Source: an optimization exercise on an open RTL-to-GDS flow (aim: small area). Production flows keep margins and buffers that such runs may drop. Only simulation tests tie the RTL to the original design; equivalence was not proved. Power figures rest on the tool's default switching activity, not on a simulated workload.

Design store_datapath, start of the top module:
module store_datapath #(
    parameter int         W                 = 64,
    parameter int         RATE_MAX          = 1344,
    parameter int         SIZE_W            = 32,
    parameter logic [1:0] SHAKE128_MODE_VEC = 2'b00,
    parameter logic [1:0] SHAKE256_MODE_VEC = 2'b01
) (
    input  wire logic                clk,
    input  wire logic                rst,      
    input  wire logic                start,
    input  wire logic [1:0]          operation_mode,
    input  wire logic [SIZE_W-1:0]   output_size,
    input  wire logic                block_valid,
    output logic                     block_ready,
    input  wire logic [RATE_MAX-1:0] state_in,
    output logic                     squeeze_request,
    output logic [W-1:0]             data_out,
    output logic                     data_out_valid,
    input  wire logic                data_out_ready,
    output logic                     last_output_word,
    output logic                     busy,
    output logic [W/8-1:0]           data_out_keep,
    output logic                     done
);
==> module store_datapath, before the edit <==
module store_datapath #(
    parameter int         W                 = 64,
    parameter int         RATE_MAX          = 1344,
    parameter int         SIZE_W            = 32,
    parameter logic [1:0] SHAKE128_MODE_VEC = 2'b00,
    parameter logic [1:0] SHAKE256_MODE_VEC = 2'b01
) (
    input  wire logic                clk,
    input  wire logic                rst,      
    input  wire logic                start,
    input  wire logic [1:0]          operation_mode,
    input  wire logic [SIZE_W-1:0]   output_size,
    input  wire logic                block_valid,
    output logic                     block_ready,
    input  wire logic [RATE_MAX-1:0] state_in,
    output logic                     squeeze_request,
    output logic [W-1:0]             data_out,
    output logic                     data_out_valid,
    input  wire logic                data_out_ready,
    output logic                     last_output_word,
    output logic                     busy,
    output logic [W/8-1:0]           data_out_keep,
    output logic                     done
);
    localparam int c_DEPTH_128 = RATE_MAX / W;      
    localparam int c_DEPTH_256 = 1088 / W;          
    localparam int c_LB        = $clog2(W);         
    localparam int c_KEEP_W    = W / 8;
    localparam int c_GROUPS    = c_DEPTH_128 / 3;   
    typedef enum logic [1:0] {
        S_IDLE       = 2'd0,
        S_WAIT_BLOCK = 2'd1,
        S_STREAM     = 2'd2
    } state_t;
    state_t              r_state;
    state_t              w_state_next;
    logic [RATE_MAX-1:0] r_blk;         
    logic [RATE_MAX-1:0] w_blk_next;
    logic                r_par;         
    logic [4:0]          r_ptr;         
    logic [SIZE_W-1:0]   r_bits_left;   
    logic                r_mode_256;
    logic                r_done;
    logic                w_mode_ok;
    logic                w_stream;
    logic                w_last;
    logic                w_final;
    logic                w_take;
    logic                w_load;
    logic                w_keep;
    logic                w_start;
    logic [c_DEPTH_128-1:0] w_sel;
    logic [W-1:0]        w_mask;
    assign w_mode_ok = (operation_mode == SHAKE128_MODE_VEC) ||
                       (operation_mode == SHAKE256_MODE_VEC);
    assign w_stream  = (r_state == S_STREAM);
    assign w_last    = w_stream && (r_bits_left[SIZE_W-1:c_LB+1] == '0) &&
                       (!r_bits_left[c_LB] || (r_bits_left[c_LB-1:0] == '0));
    assign w_final   = r_mode_256 ? (r_ptr == 5'(c_DEPTH_256 - 1)) : (r_ptr == 5'(c_DEPTH_128 - 1));
    assign w_take    = w_stream && data_out_ready;
    assign w_load    = (r_state == S_WAIT_BLOCK) && block_valid;
    assign w_keep    = !w_load;
    assign w_start   = (r_state == S_IDLE) && start && w_mode_ok;
    always_ff @(posedge clk or negedge rst) begin
        if (!rst) begin
            r_state <= S_IDLE;
            r_done  <= 1'b0;
        end else begin
            r_state <= w_state_next;
            r_done  <= (w_start && (output_size == '0)) || (w_take && w_last);
        end
    end
    always_comb begin
        w_state_next = r_state;
        case (r_state)
            S_IDLE:       if (w_start && (output_size != '0)) w_state_next = S_WAIT_BLOCK;
            S_WAIT_BLOCK: if (block_valid) w_state_next = S_STREAM;
            S_STREAM:     if (data_out_ready) begin
                              if (w_last)       w_state_next = S_IDLE;
                              else if (w_final) w_state_next = S_WAIT_BLOCK;
                          end
            default:      w_state_next = S_IDLE;
        endcase
    end
    always_ff @(posedge clk) begin
        if (w_start) begin
            r_bits_left[c_LB-1:0] <= output_size[c_LB-1:0];
            r_mode_256            <= (operation_mode == SHAKE256_MODE_VEC);
        end
    end
    always_ff @(posedge clk) begin
        r_bits_left[SIZE_W-1:c_LB] <= w_start ? output_size[SIZE_W-1:c_LB]
                                              : r_bits_left[SIZE_W-1:c_LB] - (SIZE_W-c_LB)'(w_take);
    end
    always_ff @(posedge clk) begin
        if (w_load) begin
            r_ptr <= '0;
        end else if (w_take) begin
            r_ptr <= r_ptr + 1'b1;
        end
    end
    always_ff @(posedge clk) begin
        r_par <= w_load | ~r_par;
    end
    genvar gb;
    generate
        for (gb = 0; gb < RATE_MAX; gb++) begin : g_blk
            store_datapath_keep u_keep (
                .d (state_in[gb]),
                .q (r_blk[gb]),
                .l (w_load),
                .h (w_keep),
                .y (w_blk_next[gb])
            );
        end
    endgenerate
    always_ff @(posedge clk) begin
        r_blk <= w_blk_next;
    end
    always_comb begin
        for (int k = 0; k < c_DEPTH_128; k++) begin
            w_sel[k] = (r_ptr[1:0] == 2'(k % 4)) && (r_ptr[4:2] == 3'(k / 4));
        end
    end
    always_comb begin
        for (int i = 0; i < W; i++) begin
            w_mask[i] = w_stream &&
                        (!w_last || (r_bits_left[c_LB:0] > (c_LB+1)'(i)));
        end
    end
    genvar gi, gj;
    generate
        for (gi = 0; gi < W; gi++) begin : g_bit
            logic [c_GROUPS-1:0] w_grp_n;
            for (gj = 0; gj < c_GROUPS; gj++) begin : g_grp
                store_datapath_aoi3 u_aoi (
                    .s (w_sel[3*gj +: 3]),
                    .d ({r_blk[(3*gj+2)*W + gi], r_blk[(3*gj+1)*W + gi], r_blk[(3*gj)*W + gi]}),
                    .y (w_grp_n[gj])
                );
            end
            store_datapath_or_mask u_or (
                .n (w_grp_n),
                .p (r_par),
                .m (w_mask[gi]),
                .y (data_out[gi])
            );
        end
    endgenerate
    assign block_ready      = (r_state == S_WAIT_BLOCK);
    assign data_out_valid   = w_stream;
    assign squeeze_request  = w_take && !w_last && w_final;
    assign last_output_word = w_last;
    assign busy             = (r_state != S_IDLE);
    assign done             = r_done;
    always_comb begin
        for (int j = 0; j < c_KEEP_W; j++) begin
            data_out_keep[j] = w_stream &&
                               (!w_last || (r_bits_left[c_LB:0] > (c_LB+1)'(8*j)));
        end
    end
endmodule
==> flow/config.mk <==
export PLATFORM = sky130hd
export DESIGN_NAME = store_datapath
export DESIGN_NICKNAME = store_datapath
export VERILOG_FILES = /design/flow/design.v
export SDC_FILE = /design/flow/constraint.sdc
export NUM_CORES = 4
export LEC_CHECK = 0
export CAP_MARGIN = 20
export CORE_MARGIN = 2
export CORE_UTILIZATION = 40
export PLACE_DENSITY = 0.5
export SLEW_MARGIN = 20
export SYNTH_HIERARCHICAL = 1
export SYNTH_MINIMUM_KEEP_SIZE = 0
==> flow/constraint.sdc <==
create_clock -name core_clock -period 6.0 [get_ports {clk}]
set_input_delay 1.2000 -clock core_clock [delete_from_list [all_inputs] [get_ports {clk}]]
set_output_delay 1.2000 -clock core_clock [all_outputs]
set_load 0.01 [all_outputs]
standard.sh (not shown) runs the stock make flow with config.mk's settings and CLKGATE_MAP_FILE= SYNTH_SCRIPT=/design/flow/synth_recipe.tcl, a recipe that flattens the netlist after the stock synthesis.
==> flow/flow/run.sh <==
#!/bin/bash
# Layout flow: the standard ORFS flow (standard.sh), with
#  - port buffers of the smallest buffer cell instead of clkdlybuf4s50_1,
#  - I/O pins at least 0.6 um apart,
#  - a clock tree of small clock buffers and no dummy balancing loads.
# Each tool's full output goes to a log file in this folder.
set -euo pipefail
export BUFFER_PORTS_ARGS="-buffer_cell sky130_fd_sc_hd__buf_1"
export PLACE_PINS_ARGS="-min_distance 0.6"
export CTS_ARGS="-sink_clustering_enable -repair_clock_nets -dont_use_dummy_load -buf_list {sky130_fd_sc_hd__clkbuf_4 sky130_fd_sc_hd__clkbuf_8} -sink_clustering_buffer sky130_fd_sc_hd__clkbuf_4 -sink_clustering_size 8 -sink_clustering_max_diameter 50"
bash standard.sh finish > standard_flow.log 2>&1
==> next run, changes <==
--- a/flow/design.v
+++ b/flow/design.v
@@ -37,9 +37,9 @@
     state_t              w_state_next;
     logic [RATE_MAX-1:0] r_blk;         
     logic [RATE_MAX-1:0] w_blk_next;
     logic                r_par;         
-    logic [4:0]          r_ptr;         
+    logic [c_DEPTH_128-1:0] r_sel;      
     logic [SIZE_W-1:0]   r_bits_left;   
     logic                r_mode_256;
     logic                r_done;
     logic                w_mode_ok;
@@ -56,9 +56,9 @@
                        (operation_mode == SHAKE256_MODE_VEC);
     assign w_stream  = (r_state == S_STREAM);
     assign w_last    = w_stream && (r_bits_left[SIZE_W-1:c_LB+1] == '0) &&
                        (!r_bits_left[c_LB] || (r_bits_left[c_LB-1:0] == '0));
-    assign w_final   = r_mode_256 ? (r_ptr == 5'(c_DEPTH_256 - 1)) : (r_ptr == 5'(c_DEPTH_128 - 1));
+    assign w_final   = r_mode_256 ? r_sel[c_DEPTH_256 - 1] : r_sel[c_DEPTH_128 - 1];
     assign w_take    = w_stream && data_out_ready;
     assign w_load    = (r_state == S_WAIT_BLOCK) && block_valid;
     assign w_keep    = !w_load;
     assign w_start   = (r_state == S_IDLE) && start && w_mode_ok;
@@ -94,11 +94,11 @@
                                               : r_bits_left[SIZE_W-1:c_LB] - (SIZE_W-c_LB)'(w_take);
     end
     always_ff @(posedge clk) begin
         if (w_load) begin
-            r_ptr <= '0;
+            r_sel <= c_DEPTH_128'(1);
         end else if (w_take) begin
-            r_ptr <= r_ptr + 1'b1;
+            r_sel <= {r_sel[c_DEPTH_128-2:0], 1'b0};
         end
     end
     always_ff @(posedge clk) begin
         r_par <= w_load | ~r_par;
@@ -117,13 +117,9 @@
     endgenerate
     always_ff @(posedge clk) begin
         r_blk <= w_blk_next;
     end
-    always_comb begin
-        for (int k = 0; k < c_DEPTH_128; k++) begin
-            w_sel[k] = (r_ptr[1:0] == 2'(k % 4)) && (r_ptr[4:2] == 3'(k / 4));
-        end
-    end
+    assign w_sel = r_sel;
     always_comb begin
         for (int i = 0; i < W; i++) begin
             w_mask[i] = w_stream &&
                         (!w_last || (r_bits_left[c_LB:0] > (c_LB+1)'(i)));
Outcome:
- final area grows slightly
- power is higher by well over a third
- sequential power goes up by well over a third
- via count came out higher slightly
- routed wire length goes up by a few percent
- setup slack gets better by 620 ps
- clock power is higher slightly
- maximum frequency increases by roughly a tenth

afterwards: timing with drivers on the ports:
The flow's constraints put no driver on any port. The routed layouts listed below were extracted and timed again, unchanged, in two steps.
Step 1 (the two cells are an assumption about what drives the block):
set clk [get_ports {clk}]
set_driving_cell -lib_cell sky130_fd_sc_hd__clkbuf_16 $clk
set_driving_cell -lib_cell sky130_fd_sc_hd__buf_2 [delete_from_list [all_inputs] $clk]
Step 2 times the ports against the registers' clock, not the clock port: input delays grow and output delays shrink by t, the midpoint of the rising clock arrivals with the driver on.
a / b / c = no drivers / after step 1 / after step 2; a / b = the first two.
| run | t (ns) | setup slack, ns | worst setup path after step 2 | latest minus earliest clock arrival (ns) |
|---|---|---|---|---|
| the first run | 0.913 | 0.217 / 0.141 / 1.055 | register to output | 0.085 / 0.085 |
| the second run | 0.910 | 0.840 / 0.769 / 1.679 | register to output | 0.109 / 0.110 |
After both steps setup and hold are still met in every run listed.
